What follows belongs to an exercise in optimizing a design on an open flow for small area, a short achievable clock period and few clock cycles per item; a production flow would make more cautious choices. Function was checked by simulation only, so behaviour that the tests miss may differ from the original.

main:
==> flow/design.v (excerpt) <==
module die_temperature_average
#(
    parameter int MAX_WINDOW   = 32,
    parameter int READING_BITS = 12
) (
    input  wire logic                                  aclk,
    input  wire logic                                  aresetn,
    input  wire logic [((2*READING_BITS+7)/8)*8-1:0]   s_tdata,
    input  wire logic                                  s_tuser,
    input  wire logic                                  s_tvalid,
    output logic                                       s_tready,
    output logic [15:0]                                m_tdata,
    output logic                                       m_tuser,
    output logic                                       m_tvalid,
    input  wire logic                                  m_tready,
    input  wire logic                                  psel,
    input  wire logic                                  penable,
    input  wire logic                                  pwrite,
    input  wire logic [3:0]                            paddr,
    input  wire logic [31:0]                           pwdata,
    output logic [31:0]                                prdata,
    output logic                                       pready
);
    localparam int RB = READING_BITS;
    logic          filter_on_reg;
    logic [5:0]    window_length_reg;
    logic [RB-1:0] ref_cal_reg;
    logic [19:0]   cal165_reg;     
    logic [21:0]   cal495_reg;     
    logic [5:0]    win_reg;        
    logic [7:0]    win3_reg;       
    logic          dofilt_reg;     
    logic          cfg_write;
    logic [5:0]    wl_new;
    logic [5:0]    win_new;
    assign pready    = 1'b1;
    assign cfg_write = psel & penable & pwrite;
    always_comb begin
        wl_new = pwdata[5:0];
        if (wl_new == 6'd0)       win_new = 6'd1;
  ...
Size in the first run: ~120 I/O pins.
make LEC_CHECK=0 ABC_AREA=1 CAP_MARGIN=20 CORE_MARGIN=2 CORE_UTILIZATION=40 CTS_CLUSTER_DIAMETER=100 CTS_CLUSTER_SIZE=24 PLACE_DENSITY=0.7 SETUP_SLACK_MARGIN=2.0 SLEW_MARGIN=20 TNS_END_PERCENT=0 finish   # period 6.0 ns
run.sh (not shown) runs the stock make flow with config.mk's settings and CLKGATE_MAP_FILE= SYNTH_SCRIPT=/design/flow/synth_recipe.tcl, a recipe that flattens the netlist after the stock synthesis.
Testbench counts of main, summed over its fixed seeds: cycles 1,792, items 1,280.
Input changes introduced in the feature branch (baseline for comparison: main):
diff --git a/flow/design.v b/flow/design.v
--- a/flow/design.v
+++ b/flow/design.v
@@ -362,13 +362,12 @@
     logic [5:0]         wk_lim;       
     logic [5:0]         lim_fw;       
     logic [5:0]         lim_new;      
     logic               wk_acc;       
     logic        g_v;
     logic        g_err;
-    logic        g_upd;        
     logic [15:0] g_smp;
     logic [15:0] g_es;
     logic [15:0] g_ef;
     logic        upd_g;
     logic        upd;
     logic        inc;
@@ -386,12 +385,13 @@
     logic [4:0]  ra_a;
     logic [4:0]  ra_b;
     logic [15:0] rd_a;
     logic [15:0] rd_b;
     logic [5:0]  wk_i0;
     logic [5:0]  wk_i1;
+    assign upd_g     = g_v && !g_err && dofilt_reg;
     assign upd       = en && upd_g;
     assign slot_inc  = {1'b0, slot_reg} + 6'd1;
     assign ws_new    = (slot_inc == win_reg) ? 5'd0 : slot_inc[4:0];
     assign inc       = fill_reg < win_reg;
     assign fill_new  = inc ? fill_reg + 6'd1 : win_reg;
     assign fill3_new = inc ? fill3_reg + 8'd3 : win3_reg;
@@ -420,21 +420,15 @@
         .raddr_a (ra_a),
         .rdata_a (rd_a),
         .raddr_b (ra_b),
         .rdata_b (rd_b)
     );
     always_ff @(posedge aclk) begin
-        if (!aresetn) begin
-            g_v   <= 1'b0;
-            g_upd <= 1'b0;
-        end else if (en) begin
-            g_v   <= f_v;
-            g_upd <= f_v && !f_err && dofilt_reg;
-        end
+        if (!aresetn)  g_v <= 1'b0;
+        else if (en)   g_v <= f_v;
     end
-    assign upd_g = g_upd;
     always_ff @(posedge aclk) begin
         if (en) begin
             g_err <= f_err;
             g_smp <= f_smp;
         end
     end
==> notes.md <==
The feature branch vs. main: number of library cell types mapped by synthesis grew by 11. Comparing main and the feature branch, non-clock buffer count is higher on the feature branch. Re relative max-transition margin: main was higher than the feature branch. main and the feature branch ended up with nearly the same worst hold slack. Going from main to the feature branch, register-to-register slack rose by 0.06 ns; flip-flop and latch area closely matched the old numbers; number of instances in the synthesized netlist lower. Looking at initial DRC count, the feature branch sits 214 lower than main does. The maximum clock frequency of the feature branch is higher than that of main.
Testbench counts of the feature branch, summed over its fixed seeds: cycles 1,792, items 1,280.

* * *

== run A ==
die_temperature_average with an RTL version that a note above also has.
For scale: roughly 1200 flip-flops, ~89000 sq um of cells after synthesis.
clock: 6.0 ns
lec_check: 0
abc_area: 1
cap_margin: 20
core_margin: 2
core_utilization: 40
cts_cluster_diameter: 100
cts_cluster_size: 24
place_density: 0.8
setup_slack_margin: 2.0
slew_margin: 20
tns_end_percent: 0
Every stage of the flow completed for run A, and the final layout passed the timing, design-rule and antenna checks.
Testbench counts of run A, summed over its fixed seeds: cycles 1,792, items 1,280.
diff inputs: run A => run B
-- flow/design.v --
<<< run A, line 188
            window_length_reg <= 6'd8;
            ref_cal_reg       <= RB'(1500);
            win_reg           <= 6'd8;
            win3_reg          <= 8'd24;
>>> run B, line 188
            window_length_reg <= 6'd8;
            ref_cal_reg       <= RB'(1500);
            cal165_reg        <= 20'd247500;
            win_reg           <= 6'd8;
            win3_reg          <= 8'd24;
<<< run A, line 203
                    dofilt_reg        <= filter_on_reg && (win_new > 6'd1);
                end
                REG_REFERENCE_CAL: ref_cal_reg <= pwdata[RB-1:0];
                default: ;
            endcase
>>> run B, line 204
                    dofilt_reg        <= filter_on_reg && (win_new > 6'd1);
                end
                REG_REFERENCE_CAL: begin
                    ref_cal_reg <= pwdata[RB-1:0];
                    cal165_reg  <= 20'(pwdata[RB-1:0]) * 20'd165;
                end
                default: ;
            endcase
<<< run A, line 209
    end
    always_ff @(posedge aclk) begin
        cal165_reg <= 20'(ref_cal_reg) * 20'd165;
        cal495_reg <= 22'(ref_cal_reg) * 22'd495;
    end
    always_comb begin
>>> run B, line 213
    end
    always_ff @(posedge aclk) begin
        cal495_reg <= 22'(cal165_reg) + {1'b0, cal165_reg, 1'b0};
    end
    always_comb begin
[summary]
Run B against run A: global-route usage saw an increase; width of the die saw a decrease; sequential share of layout area saw an increase; fraction of the cycle the final worst path needs saw an increase; worst reg-to-reg setup slack saw a decrease.
Max via count across run A and run B: run B
Testbench counts of run B, summed over its fixed seeds: cycles 1,792, items 1,280.

## what the ideal ports hide
In the flow no input, the clock included, has a driving cell. The finished layouts below were timed again as built, in two steps.
Step 1: set_driving_cell puts a clkbuf_16 on aclk and a buf_2 on each other input, an assumption about the parent block.
Step 2 also shifts input and output timing later by t, the mid clock arrival at the registers, as if the neighbouring blocks saw the same clock.
Slacks: ideal / step 1 / step 2; pairs: ideal / step 1.
run | t, ns | slack for setup (ns) | worst setup path at the end | slew at the worst register clock pin (ns) | cell pins on the clock port's net
main | 0.830 | 1.566 / 1.566 / 1.078 | input to register | 0.10 / 0.10 | 1
the feature branch | 0.817 | 1.622 / 1.622 / 1.173 | input to register | 0.11 / 0.11 | 1
run A | 0.792 | 1.583 / 1.583 / 1.042 | input to register | 0.10 / 0.10 | 1
run B | 0.815 | 1.533 / 1.533 / 1.053 | input to register | 0.10 / 0.10 | 1
After both steps every run listed still meets setup and hold. The setup slack of run A, which loses most, moves by 0.000 ns with the drivers and by -0.541 ns with both steps.
